Source: an optimization exercise on an open RTL-to-GDS flow (aim: small area). Production flows keep margins and buffers that such runs may drop. At most, simulation tests tie the RTL to the original design; equivalence was not proved. Power and IR drop assume default switching activity.

==> module rf_hit, before the edit <==
module rf_hit (
   input  logic sel,
   input  logic en,
   input  logic all,
   output logic h,
   output logic hn
);
   assign hn = !(all || (en && sel));
   assign h  = !hn;
endmodule
==> module rf_aoi2, before the edit <==
module rf_aoi2 (
   input  logic [1:0] s,
   input  logic [1:0] d,
   output logic       y_n
);
   assign y_n = !(|(s & d));
endmodule
==> module reg_file, before the edit <==
module reg_file (
   input  logic       clk,
   input  logic       arst_n,
   input  logic       frame_end,
   input  logic [4:0] rd_addr,
   input  logic [4:0] wr_addr,
   input  logic       wr_en,
   input  logic       wr_all,
   input  logic [3:0] wr_data,
   output logic [3:0] rd_data
);
   logic [31:1] rsel, wsel;
   logic [3:0]  tap [32];
   logic [3:0]  wd_p, rd_raw;
   logic        par;
   always_ff @(posedge clk or negedge arst_n) begin
      if (!arst_n) begin
         par <= 1'b0;
      end else begin
         par <= par ^ frame_end;
      end
   end
   assign wd_p = wr_data ^ {4{par}};
   rf_dec rdec_i (.addr(rd_addr), .sel(rsel));
   rf_dec wdec_i (.addr(wr_addr), .sel(wsel));
   for (genvar i = 1; i < 32; i++) begin : g_reg
      logic [31:0] q;
      logic [3:0]  nin;
      logic        h, hn;
      rf_hit  hit_i  (.sel(wsel[i]), .en(wr_en), .all(wr_all), .h(h), .hn(hn));
      rf_wmux wmux_i (.h(h), .hn(hn), .d(wd_p), .t(q[3:0]), .y_n(nin));
      assign tap[i] = q[3:0];
      always_ff @(posedge clk) begin
         q <= {nin, q[31:4]};
      end
   end
   for (genvar b = 0; b < 4; b++) begin : g_rd
      logic [10:0] grp_n;
      for (genvar k = 0; k < 9; k++) begin : g_grp3
         rf_aoi3 aoi_i (
            .s   (rsel[3*k+3:3*k+1]),
            .d   ({tap[3*k+3][b], tap[3*k+2][b], tap[3*k+1][b]}),
            .y_n (grp_n[k])
         );
      end
      for (genvar k = 0; k < 2; k++) begin : g_grp2
         rf_aoi2 aoi_i (
            .s   (rsel[2*k+29:2*k+28]),
            .d   ({tap[2*k+29][b], tap[2*k+28][b]}),
            .y_n (grp_n[9+k])
         );
      end
      assign rd_raw[b] = !(&grp_n);
   end
   assign rd_data = rd_raw ^ {4{par && rd_addr != 5'd0}};
endmodule
==> flow/config.mk <==
export PLATFORM = sky130hd
export DESIGN_NAME = dlx_core
export DESIGN_NICKNAME = dlx_core
export VERILOG_FILES = /design/flow/design.v
export SDC_FILE = /design/flow/constraint.sdc
export NUM_CORES = 4
export LEC_CHECK = 0
export CAP_MARGIN = 20
export CORE_MARGIN = 2
export CORE_UTILIZATION = 40
export PLACE_DENSITY = 0.6
export SLEW_MARGIN = 20
export SYNTH_HIERARCHICAL = 1
==> flow/constraint.sdc <==
create_clock -name core_clock -period 10.0 [get_ports {clk}]
set_input_delay 2.0000 -clock core_clock [delete_from_list [all_inputs] [get_ports {clk}]]
set_output_delay 2.0000 -clock core_clock [all_outputs]
set_load 0.01 [all_outputs]
standard.sh (not shown) runs the stock make flow with config.mk's settings and CLKGATE_MAP_FILE= SYNTH_SCRIPT=/design/flow/synth_recipe.tcl, a recipe that flattens the netlist after the stock synthesis.
==> flow/flow/run.sh <==
#!/bin/bash
# The standard layout (the standard.sh: ORFS from synthesis to finish)
# with two changes: the port buffers use the smallest buffer cell, and
# clock tree synthesis uses clkbuf_8 clusters and adds no dummy loads.
set -euo pipefail
export BUFFER_PORTS_ARGS="-buffer_cell sky130_fd_sc_hd__buf_1"
export CTS_ARGS="-sink_clustering_enable -repair_clock_nets -dont_use_dummy_load -buf_list sky130_fd_sc_hd__clkbuf_8 -sink_clustering_size 20 -sink_clustering_max_diameter 50"
bash standard.sh > standard_flow.log 2>&1
Rerun with:
--- a/flow/design.v
+++ b/flow/design.v
@@ -126,17 +126,31 @@
    for (genvar i = 1; i < 32; i++) begin : g_sel
       assign sel[i] = (addr == 5'(i));
    end
 endmodule
-module rf_hit (
-   input  logic sel,
-   input  logic en,
-   input  logic all,
-   output logic h,
-   output logic hn
+module rf_wdec (
+   input  logic [4:0]  addr,
+   input  logic        en,
+   input  logic        all,
+   output logic [31:1] hit
 );
-   assign hn = !(all || (en && sel));
-   assign h  = !hn;
+   logic [3:0] lo;
+   logic [7:0] hi;
+   for (genvar j = 0; j < 4; j++) begin : g_lo
+      assign lo[j] = all || (en && addr[1:0] == 2'(j));
+   end
+   for (genvar k = 0; k < 8; k++) begin : g_hi
+      assign hi[k] = all || (addr[4:2] == 3'(k));
+   end
+   for (genvar i = 1; i < 32; i++) begin : g_hit
+      assign hit[i] = lo[i % 4] && hi[i / 4];
+   end
+endmodule
+module rf_inv (
+   input  logic a,
+   output logic y
+);
+   assign y = !a;
 endmodule
 module rf_wmux (
    input  logic       h,
    input  logic       hn,
@@ -152,15 +166,8 @@
    output logic       y_n
 );
    assign y_n = !(|(s & d));
 endmodule
-module rf_aoi2 (
-   input  logic [1:0] s,
-   input  logic [1:0] d,
-   output logic       y_n
-);
-   assign y_n = !(|(s & d));
-endmodule
 module reg_file (
    input  logic       clk,
    input  logic       arst_n,
    input  logic       frame_end,
@@ -170,9 +177,9 @@
    input  logic       wr_all,
    input  logic [3:0] wr_data,
    output logic [3:0] rd_data
 );
-   logic [31:1] rsel, wsel;
+   logic [31:1] rsel, hit;
    logic [3:0]  tap [32];
    logic [3:0]  wd_p, rd_raw;
    logic        par;
    always_ff @(posedge clk or negedge arst_n) begin
@@ -183,36 +190,30 @@
       end
    end
    assign wd_p = wr_data ^ {4{par}};
    rf_dec rdec_i (.addr(rd_addr), .sel(rsel));
-   rf_dec wdec_i (.addr(wr_addr), .sel(wsel));
+   rf_wdec wdec_i (.addr(wr_addr), .en(wr_en), .all(wr_all), .hit(hit));
    for (genvar i = 1; i < 32; i++) begin : g_reg
       logic [31:0] q;
       logic [3:0]  nin;
-      logic        h, hn;
-      rf_hit  hit_i  (.sel(wsel[i]), .en(wr_en), .all(wr_all), .h(h), .hn(hn));
-      rf_wmux wmux_i (.h(h), .hn(hn), .d(wd_p), .t(q[3:0]), .y_n(nin));
+      logic        hn;
+      rf_inv  inv_i  (.a(hit[i]), .y(hn));
+      rf_wmux wmux_i (.h(hit[i]), .hn(hn), .d(wd_p), .t(q[3:0]), .y_n(nin));
       assign tap[i] = q[3:0];
       always_ff @(posedge clk) begin
          q <= {nin, q[31:4]};
       end
    end
    for (genvar b = 0; b < 4; b++) begin : g_rd
       logic [10:0] grp_n;
-      for (genvar k = 0; k < 9; k++) begin : g_grp3
+      for (genvar k = 0; k < 10; k++) begin : g_grp3
          rf_aoi3 aoi_i (
             .s   (rsel[3*k+3:3*k+1]),
             .d   ({tap[3*k+3][b], tap[3*k+2][b], tap[3*k+1][b]}),
             .y_n (grp_n[k])
          );
       end
-      for (genvar k = 0; k < 2; k++) begin : g_grp2
-         rf_aoi2 aoi_i (
-            .s   (rsel[2*k+29:2*k+28]),
-            .d   ({tap[2*k+29][b], tap[2*k+28][b]}),
-            .y_n (grp_n[9+k])
-         );
-      end
+      assign grp_n[10] = !(rsel[31] && tap[31][b]);
       assign rd_raw[b] = !(&grp_n);
    end
    assign rd_data = rd_raw ^ {4{par && rd_addr != 5'd0}};
 endmodule
Result: The changed run produced a clean layout. Wire length goes down by 4.0%. Hold slack is better by 6.9 ps. Clock skew goes up by 14 ps. Worst setup slack is better by 32 ps. Synthesized area goes down by 0.90%. Maximum frequency goes up by 0.33%. Cell area goes down by 0.74%. Via count goes down by 3.0%.
Function was not checked in any run of this note: the RTL went through the layout flow alone.


== the reference run ==
The RTL this note starts from:
==> flow/design.v <==
`default_nettype none
package dlx_isa_pkg;
   localparam int data_width     = 32;
   localparam int pc_width       = 20;
   localparam int reg_addr_width = 5;
   localparam int imm_width      = 16;
   localparam int opcode_width   = 6;
   localparam int func_width     = 6;
   localparam int alu_op_width   = 3;
   localparam int opcode_lsb = 26;
   localparam int rs1_lsb    = 21;
   localparam int rs2_lsb    = 16;
   localparam int rd_lsb     = 11;
   typedef logic [data_width-1:0]     data_t;
   typedef logic [pc_width-1:0]       pc_t;
   typedef logic [reg_addr_width-1:0] reg_addr_t;
   localparam pc_t pc_reset = '0;
   typedef enum logic [opcode_width-1:0] {
      op_rtype = 6'h00,
      op_beqz  = 6'h04,
      op_bnez  = 6'h05,
      op_addi  = 6'h08,
      op_lw    = 6'h23,
      op_sw    = 6'h2b
   } opcode_e;
   typedef enum logic [func_width-1:0] {
      fn_add = 6'h20,
      fn_sub = 6'h22,
      fn_and = 6'h24,
      fn_or  = 6'h25,
      fn_xor = 6'h26,
      fn_slt = 6'h2a
   } func_e;
   typedef enum logic [alu_op_width-1:0] {
      alu_add,
      alu_sub,
      alu_and,
      alu_or,
      alu_xor,
      alu_slt
   } alu_op_e;
endpackage
`default_nettype wire
`default_nettype none
package dlx_pipe_pkg;
   typedef enum logic [1:0] {
      fwd_none,
      fwd_ex_mem,
      fwd_mem_wb
   } fwd_sel_e;
   typedef struct packed {
      logic      valid;
      logic [2:0] alu_op;
      logic      use_imm;
      logic [31:0] imm;
      logic [31:0] a;
      logic [31:0] b;
      logic [4:0] rs1;
      logic [4:0] rs2;
      logic [4:0] rd;
      logic      reg_wr_en;
      logic      mem_rd_en;
      logic      mem_wr_en;
      logic      is_branch;
      logic      branch_on_zero;
      logic [19:0] next_pc;
   } id_ex_t;
   typedef struct packed {
      logic [31:0] alu_data;
      logic [31:0] store_data;
      logic [4:0] rd;
      logic      reg_wr_en;
      logic      mem_rd_en;
      logic      mem_wr_en;
   } ex_mem_t;
   typedef struct packed {
      logic [31:0] alu_data;
      logic [4:0] rd;
      logic      reg_wr_en;
      logic      mem_to_reg;
   } mem_wb_t;
   typedef struct packed {
      logic [4:0] rd;
      logic      wr_en;
      logic [31:0] data;
   } wb_t;
   typedef struct packed {
      logic take;
      logic [19:0]target;
   } redirect_t;
endpackage
`default_nettype wire
`timescale 1ns/1ns
`default_nettype none
module fetch_stage (
   input  logic        clk,
   input  logic        arst_n,
   input  logic        upd,
   input  logic        add_imm,
   input  logic [15:0] imm,
   output logic [19:0] pc
);
   logic [19:0] pc_add, pc_next;
   logic [20:0] pc_c;
   assign pc_add = add_imm ? {{4{imm[15]}}, imm} : 20'd4;
   assign pc_c[0] = 1'b0;
   for (genvar i = 0; i < 20; i++) begin : g_add
      assign pc_next[i] = pc[i] ^ pc_add[i] ^ pc_c[i];
      assign pc_c[i+1]  = (pc[i] & pc_add[i]) | (pc_c[i] & (pc[i] ^ pc_add[i]));
   end
   always_ff @(posedge clk or negedge arst_n) begin
      if (!arst_n) begin
         pc <= 20'd0;
      end else if (upd) begin
         pc <= pc_next;
      end
   end
endmodule
`default_nettype wire
`timescale 1ns/1ns
`default_nettype none
module reg_file (
   input  logic       clk,
   input  logic [4:0] rd_addr,
   input  logic [4:0] wr_addr,
   input  logic       wr_en,
   input  logic       wr_all,
   input  logic [3:0] wr_data,
   output logic [3:0] rd_data
);
   logic [3:0] tap [32];
   assign tap[0] = 4'b0;
   for (genvar i = 1; i < 32; i++) begin : g_reg
      logic [31:0] q;
      logic        hit;
      assign hit    = wr_all || (wr_en && wr_addr == 5'(i));
      assign tap[i] = q[3:0];
      always_ff @(posedge clk) begin
         q <= {hit ? wr_data : q[3:0], q[31:4]};
      end
   end
   assign rd_data = tap[rd_addr];
endmodule
`default_nettype wire
`timescale 1ns/1ns
`default_nettype none
module dlx_core (
   input  logic        clk,
   input  logic        arst_n,
   output logic        instr_rd_en,
   output logic [19:0] instr_addr,
   input  logic [31:0] instruction,
   output logic        data_rd_en,
   output logic        data_wr_en,
   output logic [31:0] data_addr,
   input  logic [31:0] data_read,
   output logic [31:0] data_write
);
   localparam logic [1:0] st_f1  = 2'd0;
   localparam logic [1:0] st_f2  = 2'd1;
   localparam logic [1:0] st_hold = 2'd2;  
   localparam logic [1:0] st_bub = 2'd3;   
   logic [2:0]  ph;
   logic [1:0]  st;
   logic        clr_q;
   logic        rd_en_q;
   logic [19:0] pc;
   logic        carry_q;
   logic        zacc_q;
   logic        lt_q;
   logic        pend_q;
   logic [4:0]  srd_q;
   logic [27:0] asr;
   logic [31:0] bsr;
   logic ph0, ph6, ph7;
   assign ph0 = (ph == 3'd0);
   assign ph6 = (ph == 3'd6);
   assign ph7 = (ph == 3'd7);
   logic [5:0] opc, fn;
   logic is_r, is_addi, is_lw, is_sw, is_beqz, is_bnez;
   logic f_add, f_sub, f_and, f_or, f_xor, f_slt, known_r;
   assign opc     = instruction[31:26];
   assign fn      = instruction[5:0];
   assign is_r    = (opc == 6'h00);
   assign is_addi = (opc == 6'h08);
   assign is_lw   = (opc == 6'h23);
   assign is_sw   = (opc == 6'h2b);
   assign is_beqz = (opc == 6'h04);
   assign is_bnez = (opc == 6'h05);
   assign f_add   = is_r && (fn == 6'h20);
   assign f_sub   = is_r && (fn == 6'h22);
   assign f_and   = is_r && (fn == 6'h24);
   assign f_or    = is_r && (fn == 6'h25);
   assign f_xor   = is_r && (fn == 6'h26);
   assign f_slt   = is_r && (fn == 6'h2a);
   assign known_r = f_add || f_sub || f_and || f_or || f_xor || f_slt;
   logic needs_b, fb, fx, fw, last, hold;
   assign needs_b = known_r || is_sw;
   assign hold = pend_q && ph0 && (st == st_f1) && is_addi;
   assign fb   = (st == st_f1) && needs_b;
   assign fx   = ((st == st_f1) && !needs_b && !hold) || ((st == st_f2) && needs_b);
   assign fw   = (st == st_f2) && !needs_b;
   assign last = (fx && !is_lw) || fw;
   logic [3:0] a, a_rf, b, wd;
   logic [4:0] wa, ra;
   logic       we, slt_wr;
   assign slt_wr = pend_q && ph0;
   assign wa = slt_wr ? srd_q : (is_r ? instruction[15:11] : instruction[20:16]);
   assign ra = fb ? instruction[20:16] : instruction[25:21];
   assign b  = bsr[3:0];
   assign a  = {a_rf[3:1], a_rf[0] || (slt_wr && lt_q && ra == srd_q)};
   reg_file reg_file_i (
      .clk     (clk),
      .rd_addr (ra),
      .wr_addr (wa),
      .wr_en   (we),
      .wr_all  (clr_q),
      .wr_data (wd),
      .rd_data (a_rf)
   );
   logic [3:0] imm_nib, bsel, bop, res;
   logic [4:0] sum;
   logic       sub_mode, cin, lt;
   always_comb begin
      case (ph)
         3'd0:    imm_nib = instruction[3:0];
         3'd1:    imm_nib = instruction[7:4];
         3'd2:    imm_nib = instruction[11:8];
         3'd3:    imm_nib = instruction[15:12];
         default: imm_nib = {4{instruction[15]}};
      endcase
   end
   assign sub_mode = f_sub || f_slt;
   assign bsel     = is_r ? b : imm_nib;
   assign bop      = bsel ^ {4{sub_mode}};
   assign cin      = ph0 ? sub_mode : carry_q;
   logic [4:0] alu_c;
   assign alu_c[0] = cin;
   for (genvar i = 0; i < 4; i++) begin : g_alu_add
      assign sum[i]     = a[i] ^ bop[i] ^ alu_c[i];
      assign alu_c[i+1] = (a[i] & bop[i]) | (alu_c[i] & (a[i] ^ bop[i]));
   end
   assign sum[4] = alu_c[4];
   assign lt       = (a[3] ^ b[3]) ? a[3] : sum[3];
   always_comb begin
      if (f_and)      res = a & b;
      else if (f_or)  res = a | b;
      else if (f_xor) res = a ^ b;
      else            res = sum[3:0];
   end
   always_comb begin
      we = 1'b0;
      wd = 4'b0;
      if (slt_wr) begin
         we = 1'b1;
         wd = {3'b0, lt_q};
      end else if (fx) begin
         we = is_addi || known_r;
         wd = f_slt ? 4'b0 : res;
      end else if (fw) begin
         we = 1'b1;
         wd = ph0 ? data_read[3:0] : bsr[3:0];
      end
   end
   assign data_addr  = {sum[3:0], asr};
   assign data_write = {bsr[3:0], bsr[31:4]};
   assign data_rd_en = fx && ph7 && is_lw && !clr_q;
   assign data_wr_en = fx && ph7 && is_sw && !clr_q;
   logic zero, taken, pc_inc, go;
   assign go     = (st != st_bub) && (st != st_hold);
   assign zero   = !(zacc_q || (a != 4'b0));
   assign taken  = go && fx && ph7 && ((is_beqz && zero) || (is_bnez && !zero));
   assign pc_inc = go && ph6 && last;
   fetch_stage fetch_i (
      .clk     (clk),
      .arst_n  (arst_n),
      .upd     (pc_inc || taken),
      .add_imm (ph[0]),
      .imm     (instruction[15:0]),
      .pc      (pc)
   );
   assign instr_addr  = pc;
   assign instr_rd_en = rd_en_q;
   always_ff @(posedge clk) begin
      carry_q <= sum[4];
      zacc_q  <= (!ph0 && zacc_q) || (a != 4'b0);
      lt_q    <= lt;
      srd_q   <= instruction[15:11];
      asr <= {sum[3:0], asr[27:4]};
      if (fw && ph0) bsr <= {bsr[3:0], data_read[31:4]};
      else           bsr <= {fb ? a : bsr[3:0], bsr[31:4]};
   end
   always_ff @(posedge clk or negedge arst_n) begin
      if (!arst_n) begin
         ph      <= 3'd0;
         st      <= st_bub;
         clr_q   <= 1'b1;
         pend_q  <= 1'b0;
         rd_en_q <= 1'b0;
      end else begin
         ph      <= {ph[2] ^ (ph[1] & ph[0]), ph[1] ^ ph[0], !ph[0]};
         rd_en_q <= 1'b1;
         pend_q  <= ph7 && fx && f_slt && (instruction[15:11] != 5'd0);
         if (hold) st <= st_hold;
         if (ph7) begin
            clr_q <= 1'b0;
            if (!go || last) st <= taken ? st_bub : st_f1;
            else             st <= st_f2;
         end
      end
   end
endmodule
`default_nettype wire
Settings: LEC_CHECK=0, CAP_MARGIN=20, CORE_MARGIN=2, CORE_UTILIZATION=40, PLACE_DENSITY=0.6, SLEW_MARGIN=20, SYNTH_HIERARCHICAL=1; clock period 10.0 ns.
Scripts as last shown in full above: flow/flow/run.sh
Modified inputs, the trial run compared to the reference run
--- a/flow/design.v
+++ b/flow/design.v
@@ -88,35 +88,8 @@
       logic take;
       logic [19:0]target;
    } redirect_t;
 endpackage
-`default_nettype wire
-`timescale 1ns/1ns
-`default_nettype none
-module fetch_stage (
-   input  logic        clk,
-   input  logic        arst_n,
-   input  logic        upd,
-   input  logic        add_imm,
-   input  logic [15:0] imm,
-   output logic [19:0] pc
-);
-   logic [19:0] pc_add, pc_next;
-   logic [20:0] pc_c;
-   assign pc_add = add_imm ? {{4{imm[15]}}, imm} : 20'd4;
-   assign pc_c[0] = 1'b0;
-   for (genvar i = 0; i < 20; i++) begin : g_add
-      assign pc_next[i] = pc[i] ^ pc_add[i] ^ pc_c[i];
-      assign pc_c[i+1]  = (pc[i] & pc_add[i]) | (pc_c[i] & (pc[i] ^ pc_add[i]));
-   end
-   always_ff @(posedge clk or negedge arst_n) begin
-      if (!arst_n) begin
-         pc <= 20'd0;
-      end else if (upd) begin
-         pc <= pc_next;
-      end
-   end
-endmodule
 `default_nettype wire
 `timescale 1ns/1ns
 `default_nettype none
 module reg_file (
@@ -233,15 +206,9 @@
    assign sub_mode = f_sub || f_slt;
    assign bsel     = is_r ? b : imm_nib;
    assign bop      = bsel ^ {4{sub_mode}};
    assign cin      = ph0 ? sub_mode : carry_q;
-   logic [4:0] alu_c;
-   assign alu_c[0] = cin;
-   for (genvar i = 0; i < 4; i++) begin : g_alu_add
-      assign sum[i]     = a[i] ^ bop[i] ^ alu_c[i];
-      assign alu_c[i+1] = (a[i] & bop[i]) | (alu_c[i] & (a[i] ^ bop[i]));
-   end
-   assign sum[4] = alu_c[4];
+   assign sum      = {1'b0, a} + {1'b0, bop} + {4'b0, cin};
    assign lt       = (a[3] ^ b[3]) ? a[3] : sum[3];
    always_comb begin
       if (f_and)      res = a & b;
       else if (f_or)  res = a | b;
@@ -266,20 +233,14 @@
    assign data_write = {bsr[3:0], bsr[31:4]};
    assign data_rd_en = fx && ph7 && is_lw && !clr_q;
    assign data_wr_en = fx && ph7 && is_sw && !clr_q;
    logic zero, taken, pc_inc, go;
+   logic [19:0] pc_add;
    assign go     = (st != st_bub) && (st != st_hold);
    assign zero   = !(zacc_q || (a != 4'b0));
    assign taken  = go && fx && ph7 && ((is_beqz && zero) || (is_bnez && !zero));
    assign pc_inc = go && ph6 && last;
-   fetch_stage fetch_i (
-      .clk     (clk),
-      .arst_n  (arst_n),
-      .upd     (pc_inc || taken),
-      .add_imm (ph[0]),
-      .imm     (instruction[15:0]),
-      .pc      (pc)
-   );
+   assign pc_add = ph[0] ? {{4{instruction[15]}}, instruction[15:0]} : 20'd4;
    assign instr_addr  = pc;
    assign instr_rd_en = rd_en_q;
    always_ff @(posedge clk) begin
       carry_q <= sum[4];
@@ -296,12 +257,14 @@
          st      <= st_bub;
          clr_q   <= 1'b1;
          pend_q  <= 1'b0;
          rd_en_q <= 1'b0;
+         pc      <= 20'd0;
       end else begin
-         ph      <= {ph[2] ^ (ph[1] & ph[0]), ph[1] ^ ph[0], !ph[0]};
+         ph      <= ph + 3'd1;
          rd_en_q <= 1'b1;
          pend_q  <= ph7 && fx && f_slt && (instruction[15:11] != 5'd0);
+         if (pc_inc || taken) pc <= pc + pc_add;
          if (hold) st <= st_hold;
          if (ph7) begin
             clr_q <= 1'b0;
             if (!go || last) st <= taken ? st_bub : st_f1;
==> summary.txt <==
The trial run was carried through to the last stage, and its layout satisfied the timing, DRC and antenna checks.
Non-filler instance count after layout was higher in the run labelled the trial run.
From the reference run to the trial run the numbers moved as follows: fraction of the mapped netlist area in simple logic gates picked up an extra 0.54 points; utilization after layout held steady; transition at the pin with the smallest max-transition slack decreased by 110 ps relative to the old numbers.
Power: the trial run draws more than the reference run

## port drivers added, routing unchanged
How much do the figures lean on ideal ports? The routed layouts below were timed once more, with nothing changed but the port constraints. Step 1 (the two cells are an assumption about what drives the block):
set clk [get_ports {clk}]
set_driving_cell -lib_cell sky130_fd_sc_hd__clkbuf_16 $clk
set_driving_cell -lib_cell sky130_fd_sc_hd__buf_2 [delete_from_list [all_inputs] $clk]
Step 2 times the ports against the registers' clock, not the clock port: input delays grow and output delays shrink by t, the midpoint of the rising clock arrivals with the driver on. Slacks: ideal ports / drivers / drivers and shift; pairs: ideal ports / drivers.
run	t (ns)	setup slack, ns	worst setup path after step 2
the first run of note 1	0.707	0.232 / 0.211 / -0.304	input to register
the second run of note 1	0.696	0.263 / 0.238 / -0.335	input to register
the reference run	0.698	0.305 / 0.327 / -0.371	input to register
the trial run	0.716	0.516 / 0.480 / 0.480	input to output
Met with ideal ports but missed after step 2: setup timing in the first run of note 1, the second run of note 1 and the reference run. The setup slack of the reference run, which loses most, moves by +0.022 ns with the drivers and by -0.676 ns with both steps.
